This design comes from an exercise in tuning for a short achievable clock period and few clock cycles on the open sky130 flow, not from production work.
Function was checked by simulation only, so behaviour that the tests miss may differ from the original.
Power is estimated from default activity; no workload was simulated.

**design/flow/flow/run.sh**
```bash
#!/bin/bash
# Standard synthesis, then the standard layout with cell sizing free to
# change a cell's footprint (the platform default keeps it), so that port
# buffers and other cells can be resized to faster ones.
set -euo pipefail
bash standard.sh synth > synth.log 2>&1
bash standard.sh MATCH_CELL_FOOTPRINT=0 finish > layout.log 2>&1
```
**design/flow/standard.sh**
```bash
#!/bin/bash
# synth_recipe.tcl (not shown) runs the flow's synth.tcl, then flattens the netlist and writes it again
# the make line also repeats each setting of config.mk as NAME=value (left out here)
make -C /OpenROAD-flow-scripts/flow DESIGN_CONFIG=/design/flow/config.mk WORK_HOME=/design/flow/orfs CLKGATE_MAP_FILE= SYNTH_SCRIPT=/design/flow/synth_recipe.tcl "${@:-finish}"
```
**design/flow/config.mk**
```make
export PLATFORM = sky130hd
export DESIGN_NAME = mips_pipeline
export DESIGN_NICKNAME = mips_pipeline
export VERILOG_FILES = /design/flow/design.v
export SDC_FILE = /design/flow/constraint.sdc
export NUM_CORES = 4
export LEC_CHECK = 0
export ABC_CLOCK_PERIOD_IN_PS = 2500
export CAP_MARGIN = 20
export CORE_MARGIN = 2
export CORE_UTILIZATION = 40
export SETUP_SLACK_MARGIN = 5
export SLEW_MARGIN = 20
```
**design/flow/constraint.sdc**
```tcl
create_clock -name core_clock -period 8.0 [get_ports {clk}]
set_input_delay 1.6000 -clock core_clock [delete_from_list [all_inputs] [get_ports {clk}]]
set_output_delay 1.6000 -clock core_clock [all_outputs]
set_load 0.01 [all_outputs]
```
**design/flow/design.v**
```verilog
`timescale 1ns/1ps
`default_nettype none
package mips_pkg;
  typedef logic [31:0] word_t;
  typedef logic [4:0]  reg_addr_t;
  typedef enum logic [5:0] {
    op_rtype = 6'h00,
    op_j     = 6'h02,
    op_beq   = 6'h04,
    op_addi  = 6'h08,
    op_lw    = 6'h23,
    op_sw    = 6'h2b
  } opcode_e;
  typedef enum logic [5:0] {
    fn_add = 6'h20,
    fn_sub = 6'h22,
    fn_and = 6'h24,
    fn_or  = 6'h25,
    fn_slt = 6'h2a
  } funct_e;
  typedef enum logic [2:0] {
    alu_add,
    alu_sub,
    alu_and,
    alu_or,
    alu_slt
  } alu_op_e;
  typedef enum logic [1:0] {
    fwd_rf,    
    fwd_mem,   
    fwd_wb     
  } fwd_sel_e;
  typedef struct packed {
    logic      valid;
    alu_op_e   alu_op;
    logic      use_imm;
    logic      reg_write;
    logic      is_load;
    logic      is_store;
    logic      is_branch;
    logic      is_jump;
    word_t     rs_val;
    word_t     rt_val;
    reg_addr_t rs;
    reg_addr_t rt;
    reg_addr_t dest;
    word_t     imm;
    word_t     jump_target;
    word_t     pc4;
  } id_ex_t;
  typedef struct packed {
    logic      valid;
    logic      reg_write;
    logic      is_load;
    logic      is_store;
    reg_addr_t dest;
    word_t     alu_result;
    word_t     store_data;   
  } ex_mem_t;
endpackage
`default_nettype wire
`timescale 1ns/1ps
`default_nettype none
module ks_add #(
  parameter int W = 32,
  parameter int L = 5        
) (
  input  logic [W-1:0] a,
  input  logic [W-1:0] b,
  input  logic         cin,
  output logic [W-1:0] s,
  output logic         cout
);
  logic [W-1:0] g [L+1];
  logic [W-1:0] p [L+1];
  always_comb begin
    g[0] = a & b;
    p[0] = a ^ b;
    g[0][0] = (a[0] & b[0]) | ((a[0] ^ b[0]) & cin);
    for (int l = 1; l <= L; l++) begin
      for (int i = 0; i < W; i++) begin
        if (i >= (1 << (l - 1))) begin
          g[l][i] = g[l-1][i] | (p[l-1][i] & g[l-1][i - (1 << (l - 1))]);
          p[l][i] = p[l-1][i] & p[l-1][i - (1 << (l - 1))];
        end else begin
          g[l][i] = g[l-1][i];
          p[l][i] = p[l-1][i];
        end
      end
    end
    s[0] = p[0][0] ^ cin;
    for (int i = 1; i < W; i++) s[i] = p[0][i] ^ g[L][i-1];
    cout = g[L][W-1];
  end
endmodule
`default_nettype wire
`timescale 1ns/1ps
`default_nettype none
module mips_pipeline #(
  parameter logic [31:0] RESET_PC = 32'h0
) (
  input  logic        clk,
  input  logic        rst_n,
  input  logic [31:0] imem_data,
  input  logic        ack,
  input  logic [31:0] dat_r,
  output logic [31:0] imem_addr,
  output logic        cyc,
  output logic        stb,
  output logic        we,
  output logic [31:0] adr,
  output logic [31:0] dat_w,
  output logic        retire_valid,
  output logic [4:0]  retire_reg,
  output logic [31:0] retire_data
);
  logic [31:0] pc;
  logic        d_valid;
  logic [31:0] d_instr;
  logic [31:0] d_pc4;
  logic [31:0] d_ra;         
  logic [31:0] d_rb;         
  logic        e_valid;
  logic        e_wr;         
  logic        e_load;
  logic        e_store;
  logic        e_branch;     
  logic        e_pred;       
  logic        e_sub;        
  logic        e_r_sum;      
  logic        e_r_and;
  logic        e_r_or;
  logic        e_r_slt;
  logic [4:0]  e_dest;
  logic [31:0] e_a;          
  logic [31:0] e_b;          
  logic [31:0] e_st;         
  logic [31:0] e_fix_pc;     
  logic        m_wr;
  logic        m_load;
  logic [4:0]  m_dest;
  logic [31:0] m_res;
  logic        b_pend;       
  logic        b_we;
  logic [31:0] b_adr;
  logic [31:0] b_dat;
  logic        w_valid;
  logic [4:0]  w_dest;
  logic [31:0] w_data;
  logic [31:0] regs [32];
  logic freeze;
  logic e_mem;
  assign e_mem  = e_valid && (e_load || e_store);
  assign cyc    = b_pend;
  assign stb    = b_pend;
  assign we     = b_we;
  assign adr    = b_adr;
  assign dat_w  = b_dat;
  assign freeze = b_pend && !ack && (m_load || e_mem);
  logic [31:0] sum;
  logic        lt;
  logic [31:0] alu_y;
  logic        ex_redirect;
  ks_add #(.W(32), .L(5)) u_add (.a(e_a), .b(e_b), .cin(e_sub), .s(sum), .cout());
  assign lt = (e_a[31] == e_b[31]) ? e_a[31] : sum[31];
  assign alu_y = ({32{e_r_sum}} & sum) |
                 ({32{e_r_and}} & (e_a & e_b)) |
                 ({32{e_r_or}}  & (e_a | e_b)) |
                 {31'd0, e_r_slt & lt};
  assign ex_redirect = e_valid && e_branch && ((e_a == e_st) != e_pred);
  logic [5:0]  d_op;
  logic [5:0]  d_fn;
  logic [4:0]  d_rs;
  logic [4:0]  d_rt;
  logic [4:0]  d_rd;
  logic [31:0] d_simm;
  logic [31:0] d_btarget;
  logic [31:0] d_fix_pc;
  logic        d_is_r;
  logic        d_alu_r;
  logic        d_addi;
  logic        d_lw;
  logic        d_sw;
  logic        d_beq;
  logic        d_wr;
  logic        d_sub;
  logic        d_use_imm;
  logic [4:0]  d_dest;
  logic        d_pred;
  logic        d_check;
  logic        stall;
  assign d_op   = d_instr[31:26];
  assign d_fn   = d_instr[5:0];
  assign d_rs   = d_instr[25:21];
  assign d_rt   = d_instr[20:16];
  assign d_rd   = d_instr[15:11];
  assign d_simm = {{16{d_instr[15]}}, d_instr[15:0]};
  assign d_btarget = d_pc4 + {d_simm[29:0], 2'b00};
  assign d_is_r  = d_op == 6'h00;
  assign d_alu_r = d_is_r && (d_fn == 6'h20 || d_fn == 6'h22 || d_fn == 6'h24 ||
                              d_fn == 6'h25 || d_fn == 6'h2a);
  assign d_addi  = d_op == 6'h08;
  assign d_lw    = d_op == 6'h23;
  assign d_sw    = d_op == 6'h2b;
  assign d_beq   = d_op == 6'h04 && d_instr[15:0] != 16'h0;
  assign d_dest  = d_is_r ? d_rd : d_rt;
  assign d_wr    = (d_alu_r || d_addi || d_lw) && d_dest != 5'd0;
  assign d_sub   = d_is_r && (d_fn == 6'h22 || d_fn == 6'h2a);
  assign d_use_imm = !d_is_r && !d_beq;
  assign d_pred  = d_beq && (d_instr[15:7] == 9'h000 || d_instr[15:7] == 9'h1ff) &&
                   (d_instr[15] || d_rs == d_rt);
  assign d_check = d_beq && !(d_pred && d_rs == d_rt);
  assign d_fix_pc = d_pred ? d_pc4 : d_btarget;
  logic        sa_e, sa_m, sa_l, sa_w, sb_e, sb_m, sb_l, sb_w;
  logic        fa_e, fa_m, fa_l, fb_e, fb_m, fb_l;
  logic [31:0] v_a;          
  logic [31:0] v_b;
  logic [31:0] c_a;          
  logic [31:0] c_b;
  assign fa_e = sa_e;
  assign fa_m = sa_m;
  assign fa_l = sa_l;
  assign fb_e = sb_e;
  assign fb_m = sb_m;
  assign fb_l = sb_l;
  assign c_a  = sa_m ? m_res : sa_w ? w_data : d_ra;
  assign c_b  = sb_m ? m_res : sb_w ? w_data : d_rb;
  assign v_a  = sa_l ? dat_r : c_a;
  assign v_b  = sb_l ? dat_r : c_b;
  assign stall = d_valid && e_load && (sa_e || sb_e);
  logic [31:0] d_k;
  logic [31:0] cf_need;
  logic [31:0] cf_make;
  logic        eq_sum;
  logic        eq_and;
  logic        eq_or;
  logic        d_eq;
  logic        d_res;        
  logic        id_redirect;
  assign d_k     = fa_e ? c_b : c_a;
  assign cf_need = e_a ^ e_b ^ d_k;
  assign cf_make = (e_a & e_b) | ((e_a ^ e_b) & cf_need);
  assign eq_sum  = (cf_need[0] == e_sub) && (cf_make[30:0] == cf_need[31:1]);
  assign eq_and  = (e_a & e_b) == d_k;
  assign eq_or   = (e_a | e_b) == d_k;
  assign d_eq    = (d_rs == d_rt) ||
                   ((fa_e || fb_e) ? (e_r_and ? eq_and : e_r_or ? eq_or : eq_sum) : (c_a == c_b));
  assign d_res = d_check && !((fa_e || fb_e) && e_r_slt) && !fa_l && !fb_l;
  assign id_redirect = d_valid && d_res && (d_eq != d_pred);
  logic [31:0] pc4;
  logic        if_jump;
  logic        if_pred;
  logic [31:0] if_btarget;
  assign pc4       = pc + 32'd4;
  assign imem_addr = pc;
  assign if_jump   = imem_data[31:26] == 6'h02;
  logic        if_short;
  logic [7:0]  if_lo;
  logic [22:0] if_hi_p;
  logic [22:0] if_hi_m;
  logic        if_sel_p;
  logic        if_sel_m;
  logic        if_sel_0;
  assign if_short  = imem_data[15:7] == 9'h000 || imem_data[15:7] == 9'h1ff;
  assign if_pred   = imem_data[31:26] == 6'h04 && imem_data[15:0] != 16'h0 && if_short &&
                     (imem_data[15] || imem_data[25:21] == imem_data[20:16]);
  ks_add #(.W(7), .L(3)) u_if_add (.a(pc4[8:2]), .b(imem_data[6:0]), .cin(1'b0),
                                   .s(if_lo[6:0]), .cout(if_lo[7]));
  assign if_hi_p  = pc4[31:9] + 23'd1;
  assign if_hi_m  = pc4[31:9] - 23'd1;
  assign if_sel_p = !imem_data[15] && if_lo[7];
  assign if_sel_m = imem_data[15] && !if_lo[7];
  assign if_sel_0 = !(if_sel_p || if_sel_m);
  assign if_btarget = {({23{if_sel_p}} & if_hi_p) | ({23{if_sel_m}} & if_hi_m) |
                       ({23{if_sel_0}} & pc4[31:9]), if_lo[6:0], 2'b00};
  logic [31:0] pc_nf;
  logic [31:0] pc_early;
  logic [31:0] pc_if;
  logic        use_if;
  logic        d_valid_nf;
  always_comb begin
    if (ex_redirect)      pc_early = e_fix_pc;
    else if (stall)       pc_early = pc;
    else                  pc_early = d_fix_pc;    
    use_if = !ex_redirect && !stall && !id_redirect;
    if (if_jump)          pc_if = {pc4[31:28], imem_data[25:0], 2'b00};
    else if (if_pred)     pc_if = if_btarget;
    else                  pc_if = pc4;
    pc_nf = use_if ? pc_if : pc_early;
    if (ex_redirect || (!stall && id_redirect)) d_valid_nf = 1'b0;
    else if (stall)                             d_valid_nf = d_valid;
    else                                        d_valid_nf = !if_jump;
  end
  always_ff @(posedge clk or negedge rst_n) begin
    if (!rst_n) begin
      pc      <= RESET_PC;
      d_valid <= 1'b0;
    end else if (!freeze) begin
      pc      <= pc_nf;
      d_valid <= d_valid_nf;
    end
  end
  logic [4:0]  f_rs;
  logic [4:0]  f_rt;
  logic [31:0] f_ra;
  logic [31:0] f_rb;
  assign f_rs = imem_data[25:21];
  assign f_rt = imem_data[20:16];
  assign f_ra = (f_rs == 5'd0) ? 32'd0 :
                (w_valid && w_dest == f_rs) ? w_data : regs[f_rs];
  assign f_rb = (f_rt == 5'd0) ? 32'd0 :
                (w_valid && w_dest == f_rt) ? w_data : regs[f_rt];
  logic n_ae, n_am, n_aw, n_be, n_bm, n_bw;
  assign n_ae = f_rs != 5'd0 && d_valid && d_wr && d_dest == f_rs;
  assign n_am = f_rs != 5'd0 && e_valid && e_wr && e_dest == f_rs && !n_ae;
  assign n_aw = f_rs != 5'd0 && m_wr && m_dest == f_rs && !n_ae && !n_am;
  assign n_be = f_rt != 5'd0 && d_valid && d_wr && d_dest == f_rt;
  assign n_bm = f_rt != 5'd0 && e_valid && e_wr && e_dest == f_rt && !n_be;
  assign n_bw = f_rt != 5'd0 && m_wr && m_dest == f_rt && !n_be && !n_bm;
  always_ff @(posedge clk) begin
    if (!freeze && !stall) begin
      d_instr <= imem_data;
      d_pc4   <= pc4;
      d_ra    <= f_ra;
      d_rb    <= f_rb;
      sa_e    <= n_ae;
      sa_m    <= n_am;
      sa_l    <= n_am && e_load;
      sa_w    <= n_aw;
      sb_e    <= n_be;
      sb_m    <= n_bm;
      sb_l    <= n_bm && e_load;
      sb_w    <= n_bw;
    end else begin
      if (w_valid && w_dest == d_rs) d_ra <= w_data;
      if (w_valid && w_dest == d_rt) d_rb <= w_data;
      if (!freeze) begin
        sa_e <= 1'b0;
        sa_m <= sa_e;
        sa_l <= sa_e && e_load;
        sa_w <= sa_m && !sa_e;
        sb_e <= 1'b0;
        sb_m <= sb_e;
        sb_l <= sb_e && e_load;
        sb_w <= sb_m && !sb_e;
      end
    end
  end
  logic d_go;
  assign d_go = d_valid && !stall && !ex_redirect;
  always_ff @(posedge clk or negedge rst_n) begin
    if (!rst_n) begin
      e_valid  <= 1'b0;
      e_wr     <= 1'b0;
      e_load   <= 1'b0;
      e_store  <= 1'b0;
      e_branch <= 1'b0;
    end else if (!freeze) begin
      e_valid  <= d_go;
      e_wr     <= d_go && d_wr;
      e_load   <= d_go && d_lw;
      e_store  <= d_go && d_sw;
      e_branch <= d_go && d_check && !d_res;
    end
  end
  logic [31:0] alu_x;
  assign alu_x = alu_y ^ {32{d_sub}};
  always_ff @(posedge clk) begin
    if (!freeze) begin
      e_pred   <= d_pred;
      e_sub    <= d_sub;
      e_r_sum  <= !(d_is_r && (d_fn == 6'h24 || d_fn == 6'h25 || d_fn == 6'h2a));
      e_r_and  <= d_is_r && d_fn == 6'h24;
      e_r_or   <= d_is_r && d_fn == 6'h25;
      e_r_slt  <= d_is_r && d_fn == 6'h2a;
      e_dest   <= d_dest;
      e_fix_pc <= d_fix_pc;
      e_a      <= fa_e ? alu_y : v_a;
      e_b      <= (!d_use_imm && fb_e) ? alu_x :
                  (d_use_imm ? d_simm : v_b) ^ {32{d_sub}};
      e_st     <= fb_e ? alu_y : v_b;
    end
  end
  always_ff @(posedge clk or negedge rst_n) begin
    if (!rst_n) begin
      m_wr   <= 1'b0;
      m_load <= 1'b0;
      b_pend <= 1'b0;
    end else begin
      if (!freeze) begin
        m_wr   <= e_valid && e_wr;
        m_load <= e_valid && e_load;
      end
      if (!freeze && e_mem) begin
        b_pend <= 1'b1;
      end else if (ack) begin
        b_pend <= 1'b0;
      end
    end
  end
  always_ff @(posedge clk) begin
    if (!freeze) begin
      m_dest <= e_dest;
      m_res  <= alu_y;
    end
    if (!freeze && e_mem) begin
      b_we  <= e_store;
      b_adr <= alu_y;
      b_dat <= e_st;
    end
  end
  always_ff @(posedge clk or negedge rst_n) begin
    if (!rst_n) begin
      w_valid <= 1'b0;
    end else begin
      w_valid <= !freeze && m_wr;
    end
  end
  always_ff @(posedge clk) begin
    if (!freeze) begin
      w_dest <= m_dest;
      w_data <= m_load ? dat_r : m_res;
    end
  end
  always_ff @(posedge clk) begin
    if (w_valid) begin
      regs[w_dest] <= w_data;
    end
  end
  assign retire_valid = w_valid;
  assign retire_reg   = w_dest;
  assign retire_data  = w_data;
endmodule
`default_nettype wire
```
==> flow_metrics.tcl, run 1 <==
set metrics [dict create \
    die_x_um 444 \
    ys_warn_count 7 \
    required_ns 8.74 \
    ys_seq_area_share_pct 57.2 \
    finalSetupTns_ns 0 \
    core_region_area_um2 192000 \
    ir_worst_vdd_mv 0.249 \
    worstSetupPathType "flop to flop" \
    yosys.cell_types.count 80 \
    hpwl_mm 160 \
    power.density_nw_per_um2 252 \
    port_buffers 203 \
    grt_pass1_wl_mm 392 \
    place_area_um2 83300 \
    path_cells "buf_6, clkbuf_16, buf_8, mux2_4, mux2i_4, mux2_2, xnor2_1, nand4_1, or4_4, or4_4, a31o_4, a31o_4, and2_4, buf_12, a221oi_2" \
    synth_seq_cells 1480 \
    arrival_ns 5.30 \
    drive_above_1_share_pct 40.2 \
    synth-simple-area-share_pct 5.26 \
    syn_area_per_cell_um2 15.5 \
    largest_reg_flops 1024 \
    end_kind "flop" \
    start_util_pct 40.2 \
    fin_ws_ns 3.44 \
    fin_crit_sh_pct 57.0 \
    muxShareOfSynthArea_pct 22.4 \
    drv_slew 0 \
    slew_headroom_pct 31.8 \
    die_h_um 444 \
    regMostFlops "regs" \
    status "timing/DRC/antenna clean" \
    rsz0062_at_grt "true" \
    cts_hold_buf 0 \
    yosys.area_share.xor_xnor_pct 3.79 \
    finClkSkew_ns 0.0556 \
    async_flop_share_pct 2.84 \
    drv_cap 0 \
    synth-edff-count 1438 \
    gr-total-overflow 0 \
    drcViolationCount 0 \
    grt_max_degree 69 \
    finalHoldViolCount 0 \
    max_stage_delay_ns 0.58 \
    syn-num-nets 5191 \
    groute.usage.overall_pct 28.1 \
    antenna_found_initial 13 \
    setup_viol 0 \
    synth-adder-area-share_pct 2.61 \
    row_count 161 \
    synth_compound_area_share_pct 6.18 \
    synth_top_family_by_area "multiplexers" \
    dpl_worst_slack_ns 2.34 \
    postRouteAntennaNets 0 \
    num_vias 53200 \
    clock-sinks 1480 \
    stdcell_area_um2 98900 \
    layout.nets 5911 \
    cpMaxStageDelayCell "or4_4" \
    drt_iter0_drc 7260 \
    wl_per_cell_um 34.4 \
    cp.buffers_inverters 4 \
    grt_pass1_vias 50700 \
    hold_slack_ns 0.458 \
    power.total_uw 24900 \
    synth_cells 4984 \
    cts_max_level 4 \
    clk_path_buf_depth 3 \
    area_growth_pct 27.8 \
    min_period_ns 4.56 \
    netlist_area_um2 77300 \
    p_leak_uw 0.0338 \
    cp-start-kind "flop" \
    dr.pass1.iters 7 \
    hold_class "flop to flop" \
    via_per_inst 6.36 \
    clk_pin_slew_ns 0.06 \
    cts_buffers 161 \
    path_max_fanout 8 \
    fillers 15400 \
    die_area_um2 197000 \
    tightest_slew_ns 1.02 \
    place_congestion 0.967 \
    ys.flop_type "edfxtp_1" \
    cts_tree "done" \
    fmaxAchievable_mhz 219 \
    pin_count 204 \
    routed_wl_mm 288 \
    crit_family "simple AND/OR/NAND/NOR gates" \
    clk_latency_ns 0.85 \
    cts_root_buf "clkbuf_16" \
]
[worst reg2reg max path, stage by stage (launching register included)]
cell and delay (ns):
edfxtp_1 0.47, buf_6 0.18, clkbuf_16 0.17, buf_8 0.16, mux2_4 0.32, mux2i_4 0.23, mux2_2 0.25, xnor2_1 0.24
nand4_1 0.17, or4_4 0.55, or4_4 0.58, a31o_4 0.28, a31o_4 0.25, and2_4 0.21, buf_12 0.16, a221oi_2 0.25
[stage by stage]
stage               util [%]  std cells
detailed placement      43.3       7519
finish                  51.4       8374
CTS                     49.5       8148
global placement        43.3       7519
global route            51.4       8372
floorplan                  -       4984
[worst paths after layout]
kind	start	to	slack, ns	cells past startpoint
max reg2reg	sa_w	pc[10]	3.44	15
min	d_pc4[0]	e_fix_pc[0]	0.46	0
max	sa_w	pc[10]	3.44	15
min reg2reg	d_pc4[0]	e_fix_pc[0]	0.46	0
max in group asynchronous	rst_n	w_valid	6.59	2
min in group asynchronous	rst_n	pc[11]	0.87	2
[layout by cell type (no fill, tap or decap), drive strengths merged, types with 56 or more instances in the layout]
cell	synthesis	routed
edfxtp	1438	1438
buf	106	634
mux4	615	615
clkbuf	216	344
nand2	279	281
mux2i	228	228
o21ai	213	216
nor2	206	206
xnor2	197	197
inv	170	178
a21oi	158	158
xor2	138	138
mux2	107	107
ha	105	105
a211oi	86	86
clkinv	4	76
nand3	55	59
nand4	56	56
[timing repair]
item | 4_1_cts | 5_1_grt
resized for setup | 1009 | 384
buffers inserted | 262 | 184
cloned | 72 | 30
pin swaps | 128 | 162
endpoints found under the setup margin | 767 | 422
[cell usage after synthesis, drive strengths merged, types with 13 or more instances]
library cell / n / area share (%)
buf: 106 / 0.63
mux2i: 228 / 3.0
dfrtp: 42 / 1.4
xor2: 138 / 1.6
nor3: 55 / 0.36
a221oi: 17 / 0.27
mux2: 107 / 1.6
edfxtp: 1438 / 56
inv: 170 / 0.83
clkbuf: 216 / 1.0
nand4: 56 / 0.45
ha: 105 / 1.7
mux4: 615 / 18
o21ai: 213 / 1.4
a211oi: 86 / 0.83
or3: 13 / 0.11
xnor2: 197 / 2.2
o21a: 24 / 0.23
a21oi: 158 / 1.0
o31ai: 19 / 0.18
nand3: 55 / 0.36
a22oi: 15 / 0.15
nand2b: 16 / 0.13
a21o: 29 / 0.28
and2: 20 / 0.17
nor2b: 35 / 0.28
nor4: 41 / 0.33
nand2: 279 / 1.4
nor2: 206 / 1.0
o221ai: 17 / 0.19
and3: 14 / 0.11
fa: 35 / 0.91
a31oi: 21 / 0.17
o211ai: 31 / 0.30
[cell families (layout without fill, tap and decap cells)]
family	count (synthesis)	after routing
AOI/OAI and AO/OA	734	737
xor gates and xnor gates	335	335
adders and majority gates	140	140
buffers and inverters	496	1339
DFF	1480	1480
muxes	950	950
other	0	12
and+or+nand+nor	849	855
[cell type report]
type | count | area, µm² | share of cell area (%)
diodes | 12 | 30.0 | 0.0304
repair inverters | 1 | 8.76 | 0.00886
well taps | 2526 | 3160 | 3.20
multi-input cells | 3017 | 35400 | 35.8
clock buffers | 199 | 4230 | 4.28
repair buffers | 869 | 10100 | 10.2
flip-flops and latches | 1480 | 44300 | 44.8
clock inverters | 96 | 948 | 0.959
inverters | 174 | 719 | 0.728
[layer usage]
| layer | vias up | part of all wire, % | global-route usage (%) |
|---|---|---|---|
| li1 | 21500 | - | - |
| met1 | 28000 | 39 | 38.5 |
| met2 | 3136 | 47 | 44.3 |
| met3 | 548 | 9.8 | 5.40 |
| met4 | 2 | 4.9 | 11.2 |
| met5 | - | 0.0045 | 0 |
[report_power, final]
group / switching [µW] / internal [µW]
sequential: 469 / 9720
combinational: 4100 / 3190
clock: 3320 / 4070
Testbench counts, summed over its fixed seeds: cycles 18,381.
==> inputs of run 2 (changes only) <==
==> design/flow/run.sh (new file) <==
#!/bin/bash
# synth_recipe.tcl (not shown) runs the flow's synth.tcl, then flattens the netlist and writes it again
# the make line also repeats each setting of config.mk as NAME=value (left out here)
make -C /OpenROAD-flow-scripts/flow DESIGN_CONFIG=/design/flow/config.mk WORK_HOME=/design/flow/orfs CLKGATE_MAP_FILE= SYNTH_SCRIPT=/design/flow/synth_recipe.tcl finish
removed: design/flow/flow/run.sh
removed: design/flow/standard.sh
==> run 2 against run 1 <==
- synthesized cell count unchanged
- global-route usage increased by 0.92 points
- combinational power rose by about 10%
==> flow_metrics.tcl, run 2 <==
set metrics [dict create \
    grt_use_met3_pct 6.00 \
    fmaxAchievable_mhz 225 \
    regMostFlops "regs" \
    via_per_inst 6.37 \
    cp-start-kind "flop" \
    min_period_ns 4.44 \
    synth_seq_cells 1480 \
    path_cells "buf_12, buf_12, mux2_4, mux2i_4, mux2i_4, inv_1, fa_1, xor2_1, nand4_1, nor4_4, nand4_1, nor2_4, nor3_4, a31o_1, buf_4, a31oi_4, buf_12, buf_12, o211ai_1, o211ai_1" \
    place_congestion 0.965 \
    power.total_uw 25600 \
    cts_tree "done" \
    die_h_um 444 \
    drcViolationCount 0 \
    drt_iter0_drc 7661 \
    yosys.area.top_type_share_pct 55.8 \
    netlist_area_um2 77300 \
    path_max_fanout 7 \
    worstSetupPathType "flop to flop" \
    power.density_nw_per_um2 254 \
    clk_latency_ns 0.84 \
    place_area_um2 83300 \
    ys_seq_area_share_pct 57.2 \
    rrSetupSlack_ns 3.56 \
    grt_max_degree 85 \
    tightest_slew_ns 1.09 \
    synth_cells 4984 \
    finalSetupTns_ns 0 \
    yosys.area.top_type "edfxtp_1" \
    start_util_pct 40.2 \
    num_vias 53900 \
    die_x_um 444 \
    final_common_cell "edfxtp_1" \
    antenna_found_initial 18 \
    stdcell_area_um2 101000 \
    status "timing/DRC/antenna clean" \
    cts_hold_buf 0 \
    port_buffers 203 \
    sw_frac_of_total_pct 31.4 \
    max_stage_delay_ns 0.44 \
    cts_max_level 4 \
    syn_area_per_cell_um2 15.5 \
    syn-num-nets 5191 \
    required_ns 8.74 \
    cp.buffers_inverters 6 \
    async_flop_share_pct 2.84 \
    layout_common_cells "1438 x edfxtp_1, 615 x mux4_2, 384 x buf_4" \
    layout.nets 5993 \
    grt.busiest_layer "met2" \
    cts_root_buf "clkbuf_16" \
    cpMaxStageDelayCell "edfxtp_1" \
    postRouteAntennaNets 0 \
    groute.usage.overall_pct 29.0 \
    ys_top_cells_by_count "1438 x edfxtp_1, 615 x mux4_2, 279 x nand2_1, 228 x mux2i_1, 216 x clkbuf_1" \
    hpwl_mm 162 \
    fin_ws_ns 3.56 \
    p_int_uw 17500 \
    core_region_area_um2 192000 \
    drive_above_1_share_pct 41.3 \
    clk_path_buf_depth 3 \
    hold_slack_ns 0.472 \
    dr.pass1.iters 6 \
    grt_pass1_vias 51400 \
    hold_class "flop to flop" \
    routed_wl_mm 295 \
    cpMostUsedCell "buf_12" \
    cts_buffers 160 \
    arrival_ns 5.18 \
    fin_crit_sh_pct 55.5 \
    p_switching_uw 8030 \
    setup.worst_path.start "sb_w" \
    synth-edff-count 1438 \
    end_kind "flop" \
    drv_cap 0 \
    yosys.cell_types.count 80 \
    p_clk_share_pct 28.6 \
    clk_pin_slew_ns 0.06 \
    gr-total-overflow 0 \
    finClkSkew_ns 0.0305 \
    finalHoldViolCount 0 \
    grt_use_met2_pct 45.8 \
    die_area_um2 197000 \
    hp-start "e_st[27]" \
    setup_viol 0 \
    ys_warn_count 7 \
    rsz0062_at_grt "true" \
    area_growth_pct 30.0 \
    dpl_worst_slack_ns 2.22 \
    grt_use_met1_pct 39.0 \
    grt_pass1_wl_mm 404 \
    largest_reg_flops 1024 \
    crit_family "simple AND/OR/NAND/NOR gates" \
    ys.flop_type "edfxtp_1" \
    combPwrFrac_pct 31.4 \
    p_seq_share_pct 40.0 \
    synthTopCellsByArea "edfxtp_1 56%, mux4_2 18%, mux2i_1 3.0%, xnor2_1 2.2%, ha_1 1.7%" \
    slew_headroom_pct 26.6 \
    drv_slew 0 \
    clock-sinks 1480 \
    p_leak_uw 0.0346 \
    wl_per_cell_um 34.9 \
    ir_worst_vdd_mv 0.272 \
    pin_count 204 \
    r2r-start "sb_w" \
    row_count 161 \
    synth.most_common_cell "edfxtp_1" \
]
## run 2: cell counts after synthesis
Identical to the previous run, type by type.
## run 2: final cells by class
class,count,area [µm²]
antenna,11,27.5
clock buffer,217,4300
clock inverter,76,812
fill,15400,91900
inverter,174,747
multi-input combinational,3016,35300
sequential,1480,44300
tap,2526,3160
timing repair buffer,951,11900
timing repair inverter,3,30.0
## run 2: power groups by stage
| stage | combinational, µW | sequential [µW] | clock [µW] |
|---|---|---|---|
| 2_1_floorplan | 2680 | 10600 | 0 |
| 3_3_place_gp | 4890 | 10400 | 0 |
| 3_5_place_dp | 4950 | 10400 | 0 |
| 4_1_cts | 7210 | 10200 | 7390 |
| 5_1_grt | 8390 | 10300 | 7690 |
| 6_report | 8020 | 10200 | 7320 |
## run 2: path summary, 6_finish.rpt
| kind | cells past startpoint | end |
|---|---|---|
| worst max-delay path | 20 | pc[9] |
| worst min register to register | 0 | b_dat[27] |
| worst min-delay path | 0 | b_dat[27] |
| max in group asynchronous | 1 | pc[26] |
| min in group asynchronous | 1 | pc[9] |
| worst max register to register | 20 | pc[9] |
## run 2: cells by family after synthesis
kind of cell               Yosys count  synth area share [%]
muxes                              950                  22.4
and+or+nand+nor                    849                  5.26
xor gates and xnor gates           335                  3.79
AOI/OAI and AO/OA                  734                  6.18
DFF                               1480                  57.2
buffers and inverters              496                  2.53
adders and majority gates          140                  2.61
## run 2: worst reg2reg max path: cells and delay by family, from the launching register on
kind                     cells  cell delay [ns]
buffers and inverters        6             0.84
flip-flops                   1             0.44
multiplexers                 3             0.62
AND/OR/NAND/NOR              5             1.09
XOR/XNOR                     1             0.25
AO/OA/AOI/OAI                4             0.67
adder cells (fa/ha/maj)      1             0.44
## run 2: metrics by stage
stage,utilization [%],std cells
floorplan,-,4984
global placement,43.3,7512
detailed placement,43.3,7514
CTS,50.4,8234
global route,52.2,8450
finish,52.2,8454
## run 2: repair_timing
action                     in CTS  in global routing
setup endpoints to repair     814                397
pin swaps                     151                157
resized for setup            1413                391
gates cloned                   87                 23
buffers inserted              340                186
## run 2: per-layer routing
metal	up-vias	wire (µm)
li1	21700	-
met1	28200	111000
met2	3381	139000
met3	621	30400
met4	6	15100
met5	-	31
==> inputs of run 3 (changes only) <==
--- a/design/flow/design.v
+++ b/design/flow/design.v
@@ -94,4 +94,71 @@
   end
 endmodule
+module alu_fwd (
+  input  logic [31:0] a,         
+  input  logic [31:0] b,
+  input  logic        sub,
+  input  logic        r_sum,
+  input  logic        r_and,
+  input  logic        r_or,
+  input  logic        r_slt,
+  input  logic        fa_e,      
+  input  logic        fb_e,      
+  input  logic        use_imm,   
+  input  logic        d_sub,     
+  input  logic [31:0] v_a,
+  input  logic [31:0] v_b,
+  input  logic [31:0] simm,
+  output logic [31:0] y,
+  output logic [31:0] a_nx,
+  output logic [31:0] b_nx,
+  output logic [31:0] st_nx
+);
+  logic [31:0] sum;
+  logic        lt;
+  ks_add #(.W(32), .L(5)) u_add (.a(a), .b(b), .cin(1'b0), .s(sum), .cout());
+  assign lt = (a[31] == b[31]) ? !a[31] : !sum[31];
+  assign y  = ({32{r_sum}} & (sum ^ {32{sub}})) | ({32{r_and}} & (a & b)) |
+              ({32{r_or}} & (a | b)) | {31'd0, r_slt & lt};
+  assign a_nx  = (fa_e ? y : v_a) ^ {32{d_sub}};
+  assign b_nx  = (!use_imm && fb_e) ? y : (use_imm ? simm : v_b);
+  assign st_nx = fb_e ? y : v_b;
+endmodule
+module id_cmp (
+  input  logic [31:0] a,
+  input  logic [31:0] b,
+  input  logic        sub,
+  input  logic        r_and,
+  input  logic        r_or,
+  input  logic [31:0] k,
+  input  logic        use_ex,
+  input  logic        same,
+  input  logic [31:0] c_a,
+  input  logic [31:0] c_b,
+  output logic        eq
+);
+  logic [31:0] g;
+  logic [31:0] o;
+  logic [31:0] q;
+  logic [31:0] cx;
+  logic [31:0] cy;
+  logic [31:0] need;
+  logic [31:0] make;
+  logic        eq_sum;
+  logic        eq_and;
+  logic        eq_or;
+  assign g    = a & b;
+  assign o    = a | b;
+  assign q    = a ^ b ^ {32{sub}};
+  assign cx   = sub ? o : g;
+  assign cy   = sub ? g : o;
+  assign need = q ^ k;                        
+  always_comb begin
+    for (int i = 0; i < 32; i++) make[i] = k[i] ? cx[i] : cy[i];    
+  end
+  assign eq_sum = !need[0] && (make[30:0] == need[31:1]);
+  assign eq_and = g == k;
+  assign eq_or  = o == k;
+  assign eq     = same || (use_ex ? (r_and ? eq_and : r_or ? eq_or : eq_sum) : (c_a == c_b));
+endmodule
 `default_nettype wire
 `timescale 1ns/1ps
@@ -158,14 +225,15 @@
   assign dat_w  = b_dat;
   assign freeze = b_pend && !ack && (m_load || e_mem);
-  logic [31:0] sum;
-  logic        lt;
   logic [31:0] alu_y;
   logic        ex_redirect;
-  ks_add #(.W(32), .L(5)) u_add (.a(e_a), .b(e_b), .cin(e_sub), .s(sum), .cout());
-  assign lt = (e_a[31] == e_b[31]) ? e_a[31] : sum[31];
-  assign alu_y = ({32{e_r_sum}} & sum) |
-                 ({32{e_r_and}} & (e_a & e_b)) |
-                 ({32{e_r_or}}  & (e_a | e_b)) |
-                 {31'd0, e_r_slt & lt};
+  logic [31:0] e_a_nx;
+  logic [31:0] e_b_nx;
+  logic [31:0] e_st_nx;
+  alu_fwd u_alu (
+    .a(e_a), .b(e_b), .sub(e_sub), .r_sum(e_r_sum), .r_and(e_r_and), .r_or(e_r_or),
+    .r_slt(e_r_slt), .fa_e(fa_e), .fb_e(fb_e), .use_imm(d_use_imm), .d_sub(d_sub),
+    .v_a(v_a), .v_b(v_b), .simm(d_simm), .y(alu_y), .a_nx(e_a_nx), .b_nx(e_b_nx),
+    .st_nx(e_st_nx)
+  );
   assign ex_redirect = e_valid && e_branch && ((e_a == e_st) != e_pred);
   logic [5:0]  d_op;
@@ -224,26 +292,24 @@
   assign fb_m = sb_m;
   assign fb_l = sb_l;
-  assign c_a  = sa_m ? m_res : sa_w ? w_data : d_ra;
-  assign c_b  = sb_m ? m_res : sb_w ? w_data : d_rb;
+  assign c_a  = ({32{sa_m}} & m_res) | ({32{sa_w}} & w_data) | ({32{!sa_m && !sa_w}} & d_ra);
+  assign c_b  = ({32{sb_m}} & m_res) | ({32{sb_w}} & w_data) | ({32{!sb_m && !sb_w}} & d_rb);
   assign v_a  = sa_l ? dat_r : c_a;
   assign v_b  = sb_l ? dat_r : c_b;
   assign stall = d_valid && e_load && (sa_e || sb_e);
   logic [31:0] d_k;
-  logic [31:0] cf_need;
-  logic [31:0] cf_make;
-  logic        eq_sum;
-  logic        eq_and;
-  logic        eq_or;
   logic        d_eq;
   logic        d_res;        
   logic        id_redirect;
-  assign d_k     = fa_e ? c_b : c_a;
-  assign cf_need = e_a ^ e_b ^ d_k;
-  assign cf_make = (e_a & e_b) | ((e_a ^ e_b) & cf_need);
-  assign eq_sum  = (cf_need[0] == e_sub) && (cf_make[30:0] == cf_need[31:1]);
-  assign eq_and  = (e_a & e_b) == d_k;
-  assign eq_or   = (e_a | e_b) == d_k;
-  assign d_eq    = (d_rs == d_rt) ||
-                   ((fa_e || fb_e) ? (e_r_and ? eq_and : e_r_or ? eq_or : eq_sum) : (c_a == c_b));
+  logic k_m, k_w, k_ra, k_rb;
+  assign k_m  = fa_e ? sb_m : sa_m;
+  assign k_w  = fa_e ? sb_w : sa_w;
+  assign k_ra = !fa_e && !sa_m && !sa_w;
+  assign k_rb = fa_e && !sb_m && !sb_w;
+  assign d_k  = ({32{k_m}} & m_res) | ({32{k_w}} & w_data) | ({32{k_ra}} & d_ra) |
+                ({32{k_rb}} & d_rb);
+  id_cmp u_cmp (
+    .a(e_a), .b(e_b), .sub(e_sub), .r_and(e_r_and), .r_or(e_r_or), .k(d_k),
+    .use_ex(fa_e || fb_e), .same(d_rs == d_rt), .c_a(c_a), .c_b(c_b), .eq(d_eq)
+  );
   assign d_res = d_check && !((fa_e || fb_e) && e_r_slt) && !fa_l && !fb_l;
   assign id_redirect = d_valid && d_res && (d_eq != d_pred);
@@ -275,20 +341,20 @@
                        ({23{if_sel_0}} & pc4[31:9]), if_lo[6:0], 2'b00};
   logic [31:0] pc_nf;
-  logic [31:0] pc_early;
+  logic [31:0] pc_other;
   logic [31:0] pc_if;
-  logic        use_if;
+  logic        sel_id;
   logic        d_valid_nf;
   always_comb begin
-    if (ex_redirect)      pc_early = e_fix_pc;
-    else if (stall)       pc_early = pc;
-    else                  pc_early = d_fix_pc;    
-    use_if = !ex_redirect && !stall && !id_redirect;
     if (if_jump)          pc_if = {pc4[31:28], imem_data[25:0], 2'b00};
     else if (if_pred)     pc_if = if_btarget;
     else                  pc_if = pc4;
-    pc_nf = use_if ? pc_if : pc_early;
-    if (ex_redirect || (!stall && id_redirect)) d_valid_nf = 1'b0;
-    else if (stall)                             d_valid_nf = d_valid;
-    else                                        d_valid_nf = !if_jump;
+    if (ex_redirect)      pc_other = e_fix_pc;
+    else if (stall)       pc_other = pc;
+    else                  pc_other = pc_if;
+    sel_id = id_redirect && !ex_redirect && !stall;
+    pc_nf  = sel_id ? d_fix_pc : pc_other;
+    if (ex_redirect || sel_id) d_valid_nf = 1'b0;
+    else if (stall)            d_valid_nf = d_valid;
+    else                       d_valid_nf = !if_jump;
   end
   always_ff @(posedge clk or negedge rst_n) begin
@@ -364,6 +430,4 @@
     end
   end
-  logic [31:0] alu_x;
-  assign alu_x = alu_y ^ {32{d_sub}};
   always_ff @(posedge clk) begin
     if (!freeze) begin
@@ -376,8 +440,7 @@
       e_dest   <= d_dest;
       e_fix_pc <= d_fix_pc;
-      e_a      <= fa_e ? alu_y : v_a;
-      e_b      <= (!d_use_imm && fb_e) ? alu_x :
-                  (d_use_imm ? d_simm : v_b) ^ {32{d_sub}};
-      e_st     <= fb_e ? alu_y : v_b;
+      e_a      <= e_a_nx;
+      e_b      <= e_b_nx;
+      e_st     <= e_st_nx;
     end
   end
==> run 3 against run 2 <==
- area after synthesis is 2.0% higher
- clock power is 4.2% higher
- clock skew is 0.016 ns higher
- routed wire length is 5.0% higher
- die area is 2.0% higher
- core utilization is 0.21 points lower
- largest power group unchanged
==> flow_metrics.tcl, run 3 <==
set metrics [dict create \
    fmaxAchievable_mhz 218 \
    port_buffers 203 \
    die_area_um2 201000 \
    gr-total-overflow 0 \
    drv_slew 0 \
    die_h_um 448 \
    syn_area_per_cell_um2 14.9 \
    synth.most_common_cell "edfxtp_1" \
    clock-sinks 1480 \
    synth-edff-count 1438 \
    core_region_area_um2 195000 \
    power.total_uw 26700 \
    syn-num-nets 5485 \
    pin_count 204 \
    yosys.area.top_type "edfxtp_1" \
    area_growth_pct 28.9 \
    arrival_ns 5.36 \
    clk_path_buf_depth 3 \
    async_flop_share_pct 2.84 \
    cts_hold_buf 0 \
    layout_common_cells "1438 x edfxtp_1, 619 x mux4_2, 398 x buf_4" \
    clk_latency_ns 0.87 \
    ys_warn_count 8 \
    ys.flop_type "edfxtp_1" \
    grt_pass1_vias 53300 \
    synth_seq_cells 1480 \
    start_util_pct 40.4 \
    final-seq-area_um2 44300 \
    hpwl_mm 175 \
    final_common_cell "edfxtp_1" \
    yosys.cell_types.count 96 \
    dpl_worst_slack_ns 1.95 \
    stdcell_area_um2 102000 \
    largest_reg_flops 1024 \
    rsz0062_at_grt "true" \
    via_per_inst 6.41 \
    place_congestion 0.977 \
    required_ns 8.76 \
    worstSetupPathType "flop to flop" \
    synth_cells 5310 \
    place_area_um2 84600 \
    ys_seq_area_share_pct 56.1 \
    die_x_um 448 \
    postRouteAntennaNets 0 \
    min_period_ns 4.60 \
    finalSetupTns_ns 0 \
    drcViolationCount 0 \
    synthTopCellsByArea "edfxtp_1 55%, mux4_2 18%, xnor2_1 2.9%, mux2i_1 2.2%, ha_1 1.7%" \
    clk_pin_slew_ns 0.06 \
    layout.nets 6230 \
    antenna_found_initial 17 \
    drt_iter0_drc 7666 \
    hold_class "flop to flop" \
    path_max_fanout 13 \
    ys_top_cells_by_count "1438 x edfxtp_1, 619 x mux4_2, 310 x nand2_1, 264 x xnor2_1, 246 x clkbuf_1" \
    end_kind "flop" \
    ir_worst_vdd_mv 0.272 \
    p_leak_uw 0.0354 \
    yosys.area.top_type_share_pct 54.8 \
    fin_ws_ns 3.40 \
    cts_max_level 4 \
    row_count 162 \
    cp-start-kind "flop" \
    setup_viol 0 \
    num_vias 56600 \
    cts_buffers 164 \
    regMostFlops "regs" \
    drive_above_1_share_pct 38.7 \
    finalHoldViolCount 0 \
    grt_pass1_wl_mm 411 \
    wl_per_cell_um 35.2 \
    tightest_slew_ns 1.08 \
    multiInputGateArea_um2 36700 \
    routed_wl_mm 310 \
    cts_root_buf "clkbuf_16" \
    cts_tree "done" \
    fillers 15900 \
    grt_max_degree 95 \
    groute.usage.overall_pct 29.0 \
    power.density_nw_per_um2 263 \
    status "timing/DRC/antenna clean" \
    slew_headroom_pct 27.7 \
    netlist_area_um2 78900 \
    finClkSkew_ns 0.0467 \
    dr.pass1.iters 6 \
    fin_crit_sh_pct 57.5 \
    drv_cap 0 \
]
## run 3: cell count changes in the layout (fill, tap and decap cells not counted), moves of 25 or more
cell / change
buf_16: -28
a21o_1: +32
mux2i_4: -32
a21oi_4: +32
clkbuf_16: +25
fa_1: -25
nand3_1: +27
a21oi_1: +29
o21ai_1: -45
xnor2_1: +41
a22o_1: +49
nand2_1: +41
mux2i_2: -26
## run 3: cells by family after synthesis
family                     synth area share (%)
xor gates and xnor gates                   4.49
DFF                                        56.1
muxes                                      21.1
adders and majority gates                  1.74
buffers and inverters                      2.73
and+or+nand+nor                            6.32
AOI/OAI and AO/OA                          7.52
## run 3: what timing repair did
action | in CTS | in global routing
setup buffers | 318 | 186
pin swaps | 121 | 148
cloned | 54 | 55
hold endpoints to repair | 0 | 0
resized for setup | 1328 | 408
endpoints found under the setup margin | 985 | 731
## run 3: power breakdown
part,switching [µW],total [µW],internal [µW]
combinational,4750,8810,4060
sequential,478,10300,9830
clock,3350,7630,4280
## run 3: final timing paths
kind,start,to,slack (ns),depth (start not counted)
worst max register to register,sb_w,pc[25],3.40,17
worst min register to register,d_pc4[1],e_fix_pc[1],0.44,0
max in group asynchronous,rst_n,pc[30],6.55,2
worst max-delay path,sb_w,pc[25],3.40,17
worst min-delay path,d_pc4[1],e_fix_pc[1],0.44,0
min in group asynchronous,rst_n,pc[5],0.91,2
## run 3: stage by stage
stage / util [%] / hold WS [ns] / cells
6_report: 52.0 / 0.440 / 8819
5_1_grt: 52.0 / 0.449 / 8817
4_1_cts: 49.6 / 0.443 / 8571
3_5_place_dp: 43.3 / 0.431 / 7900
3_3_place_gp: 43.3 / 0.431 / 7900
2_1_floorplan: - / 0.417 / 5310
## run 3: critical path, stage by stage (launching register included)
cell	delay (ns)
edfxtp_1	0.52
buf_6	0.19
clkbuf_16	0.17
a22o_1	0.18
a21oi_1	0.35
mux2i_4	0.24
buf_4	0.20
xnor2_1	0.41
nor4_1	0.16
nand4_1	0.15
nor4_1	0.08
nor3_2	0.46
o21ai_4	0.20
mux2i_4	0.26
buf_12	0.16
buf_16	0.16
or4_1	0.50
nand3_1	0.08
## run 3: layer usage
metal / track usage (%) / part of all wire [%] / vias to the layer above / routed length [µm]
met2: 46.2 / 47 / 3614 / 145000
met5: 0 / 0.016 / - / 49
met4: 12.3 / 5.8 / 8 / 18000
met3: 5.17 / 9.8 / 713 / 30200
met1: 39.2 / 38 / 29400 / 116000
li1: - / - / 22800 / -
## run 3: cell type report
cell class                 count  area share, %
clock inverter                94           1.11
timing repair inverter         2         0.0234
timing repair buffer         943           11.1
antenna                        7         0.0172
tap                         2624           3.23
inverter                     178          0.709
sequential                  1480           43.5
multi-input combinational   3286           36.1
clock buffer                 205           4.19
Testbench counts of run 3, summed over its fixed seeds: cycles 18,381.
==> inputs of run 4 (changes only) <==
--- a/design/flow/design.v
+++ b/design/flow/design.v
@@ -329,5 +329,5 @@
   logic        if_sel_0;
   assign if_short  = imem_data[15:7] == 9'h000 || imem_data[15:7] == 9'h1ff;
-  assign if_pred   = imem_data[31:26] == 6'h04 && imem_data[15:0] != 16'h0 && if_short &&
+  assign if_pred   = imem_data[31:26] == 6'h04 && if_short &&
                      (imem_data[15] || imem_data[25:21] == imem_data[20:16]);
   ks_add #(.W(7), .L(3)) u_if_add (.a(pc4[8:2]), .b(imem_data[6:0]), .cin(1'b0),
@@ -341,20 +341,20 @@
                        ({23{if_sel_0}} & pc4[31:9]), if_lo[6:0], 2'b00};
   logic [31:0] pc_nf;
-  logic [31:0] pc_other;
-  logic [31:0] pc_if;
-  logic        sel_id;
+  logic        s_ex, s_st, s_id, s_if, s_pr, s_j, s_4;
   logic        d_valid_nf;
   always_comb begin
-    if (if_jump)          pc_if = {pc4[31:28], imem_data[25:0], 2'b00};
-    else if (if_pred)     pc_if = if_btarget;
-    else                  pc_if = pc4;
-    if (ex_redirect)      pc_other = e_fix_pc;
-    else if (stall)       pc_other = pc;
-    else                  pc_other = pc_if;
-    sel_id = id_redirect && !ex_redirect && !stall;
-    pc_nf  = sel_id ? d_fix_pc : pc_other;
-    if (ex_redirect || sel_id) d_valid_nf = 1'b0;
-    else if (stall)            d_valid_nf = d_valid;
-    else                       d_valid_nf = !if_jump;
+    s_ex = ex_redirect;
+    s_st = !ex_redirect && stall;
+    s_id = !ex_redirect && !stall && id_redirect;
+    s_if = !ex_redirect && !stall && !id_redirect;
+    s_pr = s_if && if_pred;
+    s_j  = s_if && if_jump;
+    s_4  = s_if && !if_pred && !if_jump;
+    pc_nf = ({32{s_ex}} & e_fix_pc) | ({32{s_st}} & pc) | ({32{s_id}} & d_fix_pc) |
+            ({32{s_pr}} & if_btarget) | ({32{s_j}} & {pc4[31:28], imem_data[25:0], 2'b00}) |
+            ({32{s_4}} & pc4);
+    if (s_ex || s_id) d_valid_nf = 1'b0;
+    else if (s_st)    d_valid_nf = d_valid;
+    else              d_valid_nf = !if_jump;
   end
   always_ff @(posedge clk or negedge rst_n) begin
==> design/flow/flow/run.sh (new file) <==
#!/bin/bash
# The standard synthesis, then the standard layout with the clock delay
# buffers (clkdlybuf4s*) added to the platform's don't-use cells, so that
# port buffers and repairs use plain buffers. Each step logs to its own file.
set -euo pipefail
bash standard.sh synth > synth.log 2>&1
DONT_USE="sky130_fd_sc_hd__probe_p_8 sky130_fd_sc_hd__probec_p_8 sky130_fd_sc_hd__lpflow_bleeder_1 sky130_fd_sc_hd__lpflow_clkbufkapwr_1 sky130_fd_sc_hd__lpflow_clkbufkapwr_16 sky130_fd_sc_hd__lpflow_clkbufkapwr_2 sky130_fd_sc_hd__lpflow_clkbufkapwr_4 sky130_fd_sc_hd__lpflow_clkbufkapwr_8 sky130_fd_sc_hd__lpflow_clkinvkapwr_1 sky130_fd_sc_hd__lpflow_clkinvkapwr_16 sky130_fd_sc_hd__lpflow_clkinvkapwr_2 sky130_fd_sc_hd__lpflow_clkinvkapwr_4 sky130_fd_sc_hd__lpflow_clkinvkapwr_8 sky130_fd_sc_hd__lpflow_decapkapwr_12 sky130_fd_sc_hd__lpflow_decapkapwr_3 sky130_fd_sc_hd__lpflow_decapkapwr_4 sky130_fd_sc_hd__lpflow_decapkapwr_6 sky130_fd_sc_hd__lpflow_decapkapwr_8 sky130_fd_sc_hd__lpflow_inputiso0n_1 sky130_fd_sc_hd__lpflow_inputiso0p_1 sky130_fd_sc_hd__lpflow_inputiso1n_1 sky130_fd_sc_hd__lpflow_inputiso1p_1 sky130_fd_sc_hd__lpflow_inputisolatch_1 sky130_fd_sc_hd__lpflow_isobufsrc_1 sky130_fd_sc_hd__lpflow_isobufsrc_16 sky130_fd_sc_hd__lpflow_isobufsrc_2 sky130_fd_sc_hd__lpflow_isobufsrc_4 sky130_fd_sc_hd__lpflow_isobufsrc_8 sky130_fd_sc_hd__lpflow_isobufsrckapwr_16 sky130_fd_sc_hd__lpflow_lsbuf_lh_hl_isowell_tap_1 sky130_fd_sc_hd__lpflow_lsbuf_lh_hl_isowell_tap_2 sky130_fd_sc_hd__lpflow_lsbuf_lh_hl_isowell_tap_4 sky130_fd_sc_hd__lpflow_lsbuf_lh_isowell_4 sky130_fd_sc_hd__lpflow_lsbuf_lh_isowell_tap_1 sky130_fd_sc_hd__lpflow_lsbuf_lh_isowell_tap_2 sky130_fd_sc_hd__lpflow_lsbuf_lh_isowell_tap_4"
DONT_USE="$DONT_USE sky130_fd_sc_hd__clkdlybuf4s15_1 sky130_fd_sc_hd__clkdlybuf4s15_2 sky130_fd_sc_hd__clkdlybuf4s18_1 sky130_fd_sc_hd__clkdlybuf4s18_2 sky130_fd_sc_hd__clkdlybuf4s25_1 sky130_fd_sc_hd__clkdlybuf4s25_2 sky130_fd_sc_hd__clkdlybuf4s50_1 sky130_fd_sc_hd__clkdlybuf4s50_2"
bash standard.sh "DONT_USE_CELLS=$DONT_USE" finish > layout.log 2>&1
==> design/flow/standard.sh (new file) <==
#!/bin/bash
# synth_recipe.tcl (not shown) runs the flow's synth.tcl, then flattens the netlist and writes it again
# the make line also repeats each setting of config.mk as NAME=value (left out here)
make -C /OpenROAD-flow-scripts/flow DESIGN_CONFIG=/design/flow/config.mk WORK_HOME=/design/flow/orfs CLKGATE_MAP_FILE= SYNTH_SCRIPT=/design/flow/synth_recipe.tcl "${@:-finish}"
removed: design/flow/run.sh
==> run 4 against run 3 <==
- cell count increased by 6.4%
- register-to-register slack worse by 0.31 ns
- total power fell by 2.6%
- sequential power hardly changed
- largest power group unchanged
- highest routed layer unchanged
==> flow_metrics.tcl, run 4 <==
set metrics [dict create \
    async_flop_share_pct 2.84 \
    p_int_uw 17300 \
    die_h_um 454 \
    p_leak_uw 0.0352 \
    fmaxAchievable_mhz 204 \
    synthTopCellsByArea "edfxtp_1 53%, mux4_2 17%, xnor2_1 2.6%, mux2i_1 1.7%, nand2_1 1.6%" \
    cts_tree "done" \
    cts_root_buf "clkbuf_16" \
    clk_latency_ns 0.85 \
    layout.nets 6731 \
    cts_buffers 161 \
    power.density_nw_per_um2 253 \
    grt_pass1_wl_mm 446 \
    die_area_um2 206000 \
    cpMaxStageDelayCell "or4_1" \
    power.total_uw 26100 \
    drcViolationCount 0 \
    ys_top_cells_by_count "1438 x edfxtp_1, 626 x mux4_2, 351 x nand2_1, 251 x clkbuf_1, 250 x nor2_1" \
    syn_area_per_cell_um2 14.4 \
    setup_viol 0 \
    gr-total-overflow 0 \
    routed_wl_mm 334 \
    cpMostUsedCell "buf_6" \
    synth_cells 5599 \
    pin_count 204 \
    stdcell_area_um2 103000 \
    row_count 165 \
    path_max_fanout 21 \
    synth.most_common_cell "edfxtp_1" \
    regMostFlops "regs" \
    ir_worst_vdd_mv 0.254 \
    core_region_area_um2 201000 \
    die_x_um 454 \
    hold_path_end "b_dat[31]" \
    largest_reg_flops 1024 \
    hp-start "e_st[31]" \
    p_clk_share_pct 28.5 \
    finalNonFillerCells 9381 \
    clk_pin_slew_ns 0.07 \
    wl_per_cell_um 35.6 \
    finalSetupTns_ns 0 \
    yosys.area.top_type "edfxtp_1" \
    p_switching_uw 8720 \
    hold_class "flop to flop" \
    fin_crit_sh_pct 61.3 \
    via_per_inst 6.49 \
    hpwl_mm 205 \
    setup.worst_path.start "sa_m" \
    start_util_pct 40.1 \
    hold_slack_ns 0.467 \
    dp_cells 8255 \
    min_period_ns 4.91 \
    place_area_um2 85200 \
    cts_max_level 4 \
    combPwrFrac_pct 31.5 \
    yosys.area.top_type_share_pct 53.4 \
    drt_iter0_drc 9277 \
    ys_warn_count 8 \
    finClkSkew_ns 0.0372 \
    max_stage_delay_ns 0.60 \
    cts_hold_buf 0 \
    drv_slew 0 \
    port_buffers 203 \
    place_congestion 0.993 \
    slew_headroom_pct 16.8 \
    clk_path_buf_depth 3 \
    ys.flop_type "edfxtp_1" \
    postRouteAntennaNets 0 \
    syn-num-nets 5774 \
    dr.pass1.iters 8 \
    r2r-start "sa_m" \
    rrSetupSlack_ns 3.09 \
    status "timing/DRC/antenna clean" \
    synth_seq_cells 1480 \
    groute.usage.overall_pct 30.9 \
    grt_max_degree 89 \
    path_cells "buf_1, buf_1, buf_6, or3b_4, nand3_1, nand2_1, a211o_1, a32oi_1, o211ai_1, or4_1, nor4_4, buf_6, a31oi_4, xnor2_2, and3_4, buf_12, buf_6, a221oi_2, a31oi_1" \
    tightest_slew_ns 1.25 \
    grt_use_met2_pct 47.8 \
    grt_use_met1_pct 41.8 \
    antenna_found_initial 31 \
    finalHoldViolCount 0 \
    drive_above_1_share_pct 34.9 \
    required_ns 8.69 \
    netlist_area_um2 80900 \
    grt.busiest_layer "met2" \
    timing.rr.end "pc[24]" \
    area_growth_pct 27.3 \
    end_kind "flop" \
    grt_use_met3_pct 5.47 \
    arrival_ns 5.59 \
    sw_frac_of_total_pct 33.5 \
    p_seq_share_pct 40.0 \
    drv_cap 0 \
    clock-sinks 1480 \
    ys_seq_area_share_pct 54.7 \
    min_path_cells 0 \
    num_vias 60900 \
    cp-start-kind "flop" \
    grt_pass1_vias 57300 \
    final_common_cell "edfxtp_1" \
    yosys.cell_types.count 111 \
    layout_common_cells "1438 x edfxtp_1, 626 x mux4_2, 465 x buf_1" \
    synth-edff-count 1438 \
    worstSetupPathType "flop to flop" \
    rr_worst_depth 19 \
    rsz0062_at_grt "true" \
]
## run 4: how the worst max path moves through the flow
stage / end / cells past startpoint / slack (ns)
6_report: pc[24] / 19 / 3.09
5_1_grt: pc[13] / 18 / 3.03
4_1_cts: pc[26] / 15 / 3.24
3_5_place_dp: pc[11] / 14 / 1.59
3_3_place_gp: pc[9] / 14 / 1.49
2_1_floorplan: e_a[0] / 5 / 2.33
## run 4: through the flow
stage	utilization [%]	setup WS, ns
floorplan	-	2.33
global placement	42.3	1.49
detailed placement	42.3	1.59
CTS	49.0	3.24
global route	51.1	3.03
finish	51.1	3.09
## run 4: cell type report
class | count | area (µm²)
inverters | 182 | 752
fillers | 16700 | 98500
repair inverters | 2 | 13.8
diodes | 24 | 60.1
well taps | 2672 | 3340
clock buffers | 197 | 4260
clock inverters | 95 | 913
multi-input cells | 3547 | 38800
flip-flops and latches | 1480 | 44300
repair buffers | 1182 | 10600
## run 4: layer usage
layer / share of wire [%] / vias to the layer above / wire length [µm]
met5: 0.0081 / - / 27
met4: 6.2 / 4 / 20700
li1: - / 24600 / -
met3: 10 / 826 / 35000
met1: 38 / 31300 / 126000
met2: 46 / 4159 / 152000
## run 4: logic make-up (layout without fill, tap and decap cells)
| logic type | Yosys count | count (layout) | share of synthesized area, % |
|---|---|---|---|
| other | 0 | 24 | 0 |
| AOI/OAI and AO/OA | 971 | 972 | 8.45 |
| and+or+nand+nor | 1249 | 1254 | 8.01 |
| xor gates and xnor gates | 367 | 367 | 3.97 |
| buffers and inverters | 578 | 1658 | 2.91 |
| muxes | 846 | 846 | 20.3 |
| DFF | 1480 | 1480 | 54.7 |
| adders and majority gates | 108 | 108 | 1.70 |
## run 4: power by group through the flow
stage	Combinational (µW)	Sequential, µW	Clock, µW
final	8200	10400	7430
after CTS	7160	10400	7500
after detailed placement	5460	10700	0
after global placement	5420	10700	0
after floorplan	3120	10700	0
after global routing	8520	10500	7810
## run 4: worst max-delay path: cells and delay by family (launching register included)
family                 cells  cell delay, ns
XOR/XNOR                   1            0.18
AO/OA/AOI/OAI              6            1.31
AND/OR/NAND/NOR            6            1.91
flip-flops                 1            0.42
buffers and inverters      6            0.91
## run 4: repair_timing
item | CTS | global route
resized for setup | 1076 | 545
pin swaps | 194 | 150
setup buffers | 488 | 224
endpoints found under the setup margin | 1269 | 697
gates cloned | 56 | 42
Testbench counts of run 4, summed over its fixed seeds: cycles 18,381.
==> inputs of run 5 (changes only) <==
--- a/design/flow/design.v
+++ b/design/flow/design.v
@@ -281,4 +281,5 @@
   assign d_fix_pc = d_pred ? d_pc4 : d_btarget;
   logic        sa_e, sa_m, sa_l, sa_w, sb_e, sb_m, sb_l, sb_w;
+  logic        k_m, k_w, k_ra, k_rb;    
   logic        fa_e, fa_m, fa_l, fb_e, fb_m, fb_l;
   logic [31:0] v_a;          
@@ -301,9 +302,4 @@
   logic        d_res;        
   logic        id_redirect;
-  logic k_m, k_w, k_ra, k_rb;
-  assign k_m  = fa_e ? sb_m : sa_m;
-  assign k_w  = fa_e ? sb_w : sa_w;
-  assign k_ra = !fa_e && !sa_m && !sa_w;
-  assign k_rb = fa_e && !sb_m && !sb_w;
   assign d_k  = ({32{k_m}} & m_res) | ({32{k_w}} & w_data) | ({32{k_ra}} & d_ra) |
                 ({32{k_rb}} & d_rb);
@@ -312,5 +308,5 @@
     .use_ex(fa_e || fb_e), .same(d_rs == d_rt), .c_a(c_a), .c_b(c_b), .eq(d_eq)
   );
-  assign d_res = d_check && !((fa_e || fb_e) && e_r_slt) && !fa_l && !fb_l;
+  assign d_res = 1'b0;
   assign id_redirect = d_valid && d_res && (d_eq != d_pred);
   logic [31:0] pc4;
@@ -341,20 +337,20 @@
                        ({23{if_sel_0}} & pc4[31:9]), if_lo[6:0], 2'b00};
   logic [31:0] pc_nf;
-  logic        s_ex, s_st, s_id, s_if, s_pr, s_j, s_4;
+  logic [31:0] pc_other;
+  logic        s_ex, s_st, s_pr, s_j, s_4, sel_id;
   logic        d_valid_nf;
   always_comb begin
     s_ex = ex_redirect;
     s_st = !ex_redirect && stall;
-    s_id = !ex_redirect && !stall && id_redirect;
-    s_if = !ex_redirect && !stall && !id_redirect;
-    s_pr = s_if && if_pred;
-    s_j  = s_if && if_jump;
-    s_4  = s_if && !if_pred && !if_jump;
-    pc_nf = ({32{s_ex}} & e_fix_pc) | ({32{s_st}} & pc) | ({32{s_id}} & d_fix_pc) |
-            ({32{s_pr}} & if_btarget) | ({32{s_j}} & {pc4[31:28], imem_data[25:0], 2'b00}) |
-            ({32{s_4}} & pc4);
-    if (s_ex || s_id) d_valid_nf = 1'b0;
-    else if (s_st)    d_valid_nf = d_valid;
-    else              d_valid_nf = !if_jump;
+    s_pr = !ex_redirect && !stall && if_pred;
+    s_j  = !ex_redirect && !stall && if_jump;
+    s_4  = !ex_redirect && !stall && !if_pred && !if_jump;
+    pc_other = ({32{s_ex}} & e_fix_pc) | ({32{s_st}} & pc) | ({32{s_pr}} & if_btarget) |
+               ({32{s_j}} & {pc4[31:28], imem_data[25:0], 2'b00}) | ({32{s_4}} & pc4);
+    sel_id = id_redirect && !ex_redirect && !stall;
+    pc_nf  = sel_id ? d_fix_pc : pc_other;
+    if (s_ex || sel_id) d_valid_nf = 1'b0;
+    else if (s_st)      d_valid_nf = d_valid;
+    else                d_valid_nf = !if_jump;
   end
   always_ff @(posedge clk or negedge rst_n) begin
@@ -398,4 +394,8 @@
       sb_l    <= n_bm && e_load;
       sb_w    <= n_bw;
+      k_m     <= n_ae ? n_bm : n_am;
+      k_w     <= n_ae ? n_bw : n_aw;
+      k_ra    <= !n_ae && !n_am && !n_aw;
+      k_rb    <= n_ae && !n_bm && !n_bw;
     end else begin
       if (w_valid && w_dest == d_rs) d_ra <= w_data;
@@ -410,4 +410,8 @@
         sb_l <= sb_e && e_load;
         sb_w <= sb_m && !sb_e;
+        k_m  <= sa_e;
+        k_w  <= sa_m && !sa_e;
+        k_ra <= !sa_e && !sa_m;
+        k_rb <= 1'b0;
       end
     end
==> run 5 against run 4 <==
- design area decreased by 9.5%
- clock skew decreased by 0.0036 ns
- routed wire length decreased by 18%
- area after synthesis decreased by 7.6%
- global-route usage decreased by 3.3 points
- maximum frequency increased by 37%
- non-clock buffer count decreased by 113
- first-iteration DRC count decreased by 15%
- synthesized cell count decreased by 17%
- worst setup slack improved by 1.3 ns
- clock power decreased by 4.8%
- die area decreased by 7.6%
- largest cell class unchanged
- largest power group unchanged
- highest routed layer unchanged
==> flow_metrics.tcl, run 5 <==
set metrics [dict create \
    die_h_um 436 \
    synth-simple-area-share_pct 5.43 \
    antenna_found_initial 29 \
    dp_cells 7122 \
    grt_max_degree 158 \
    layout_common_cells "1438 x edfxtp_1, 627 x mux4_2, 413 x buf_1" \
    yosys.area_share.xor_xnor_pct 3.07 \
    clk_latency_ns 0.84 \
    path_max_fanout 3 \
    synth-adder-area-share_pct 1.84 \
    tightest_slew_ns 1.14 \
    gr-total-overflow 0 \
    finalSetupTns_ns 0 \
    ys_seq_area_share_pct 59.2 \
    ys_top_cells_by_count "1438 x edfxtp_1, 627 x mux4_2, 258 x nand2_1, 233 x clkbuf_1, 166 x o21ai_0" \
    finalHoldViolCount 0 \
    finClkSkew_ns 0.0337 \
    via_per_inst 6.37 \
    hp-start "d_pc4[0]" \
    dr.pass1.iters 6 \
    status "timing/DRC/antenna clean" \
    port_buffers 203 \
    cts_tree "done" \
    end_kind "flop" \
    row_count 158 \
    rr_worst_depth 15 \
    groute.usage.overall_pct 27.5 \
    required_ns 8.58 \
    p_leak_uw 0.0317 \
    ys.flop_type "edfxtp_1" \
    drcViolationCount 0 \
    fin_crit_sh_pct 44.7 \
    rrSetupSlack_ns 4.42 \
    routed_wl_mm 272 \
    min_period_ns 3.58 \
    start_util_pct 40.3 \
    synth_compound_area_share_pct 7.07 \
    drv_slew 0 \
    synth_cells 4626 \
    synthTopCellsByArea "edfxtp_1 58%, mux4_2 19%, ha_1 1.8%, xnor2_1 1.7%, dfrtp_1 1.4%" \
    cts_max_level 4 \
    syn_area_per_cell_um2 16.2 \
    synth_top_family_by_area "multiplexers" \
    cts_root_buf "clkbuf_16" \
    core_region_area_um2 185000 \
    regMostFlops "regs" \
    wl_per_cell_um 33.4 \
    power.density_nw_per_um2 254 \
    drive_above_1_share_pct 35.8 \
]
run 5: cell types whose count changed in the layout (fill, tap and decap cells not counted), sizes merged, moves of 33 or more:
cell    before  now
a21oi      202  125
a22oi       65   21
buf       1074  996
clkbuf     288  241
mux2        81   48
mux2i      139   99
nand2      352  261
nand3      106   59
nor2       253  117
nor2b       36   70
or3b        39    4
xnor2      238  146
run 5: routing by layer:
layer | track usage, % | part of all wire (%)
met5 | 0 | 0.038
met4 | 12.3 | 5.4
met3 | 6.79 | 12
met2 | 41.6 | 45
met1 | 37.7 | 38
run 5: worst max path at each step:
stage	start	to	slack, ns	cells after the start
3_5_place_dp	ack	d_rb[23]	2.50	9
5_1_grt	e_a[0]	e_b[20]	4.33	13
3_3_place_gp	imem_data[19]	d_rb[22]	2.13	7
4_1_cts	e_a[0]	e_b[24]	4.44	12
2_1_floorplan	ack	e_a[0]	2.30	5
6_report	e_a[0]	e_b[13]	4.42	15
run 5: per-stage QoR:
stage	utilization (%)	cell area [µm²]	worst slack, ns
after global placement	42.5	78800	2.13
after global routing	50.3	93200	4.33
after CTS	48.9	90700	4.44
after detailed placement	42.5	78900	2.50
after floorplan	-	76400	2.30
final	50.3	93200	4.42
run 5: cell type report:
cell class / count / area (µm²) / share of cell area [%]
Sequential cell: 1480 / 44300 / 47.5
Multi-Input combinational cell: 2681 / 31700 / 34.0
Timing Repair Buffer: 1069 / 8700 / 9.33
Clock buffer: 185 / 4010 / 4.30
Tap cell: 2480 / 3100 / 3.33
Clock inverter: 94 / 812 / 0.871
Inverter: 144 / 588 / 0.631
Antenna cell: 13 / 32.5 / 0.0349
Timing Repair inverter: 3 / 18.8 / 0.0201
run 5: cell families (layout without fill, tap and decap cells):
kind of cell,after synthesis,after routing
buf+inv,466,1495
compound gates,771,771
other cells,0,13
flops,1480,1480
simple gates,777,778
fa+ha+maj,108,108
mux,774,774
xor+xnor,250,250
run 5: what timing repair did:
| item | 4_1_cts | 5_1_grt |
|---|---|---|
| hold buffers | 0 | 0 |
| setup endpoints to repair | 1249 | 547 |
| hold endpoints to repair | 0 | 0 |
| pin swaps | 201 | 132 |
| resized for setup | 809 | 341 |
| gates cloned | 46 | 17 |
| buffers inserted | 512 | 157 |
run 5: critical path, cell delays in order (launching register included):
cell and delay [ns]:
edfxtp_1 0.43, ha_4 0.21, buf_1 0.10, buf_6 0.12
a21o_1 0.18, a21o_1 0.19, a2111oi_4 0.37, buf_1 0.14
buf_1 0.10, or3_4 0.14, a21boi_2 0.06, o21a_1 0.21
or3_4 0.37, a31o_4 0.26, a21o_1 0.17, mux2_4 0.25
run 5: where the power goes:
part | total (µW) | switching [µW] | leakage [µW] | internal, µW
clock | 7070 | 3150 | 0.00233 | 3920
combinational | 6410 | 3680 | 0.0153 | 2730
sequential | 10200 | 444 | 0.0140 | 9750
total | 23700 | 7280 | 0.0317 | 16400
Testbench counts of run 5, summed over its fixed seeds: cycles 18,860.
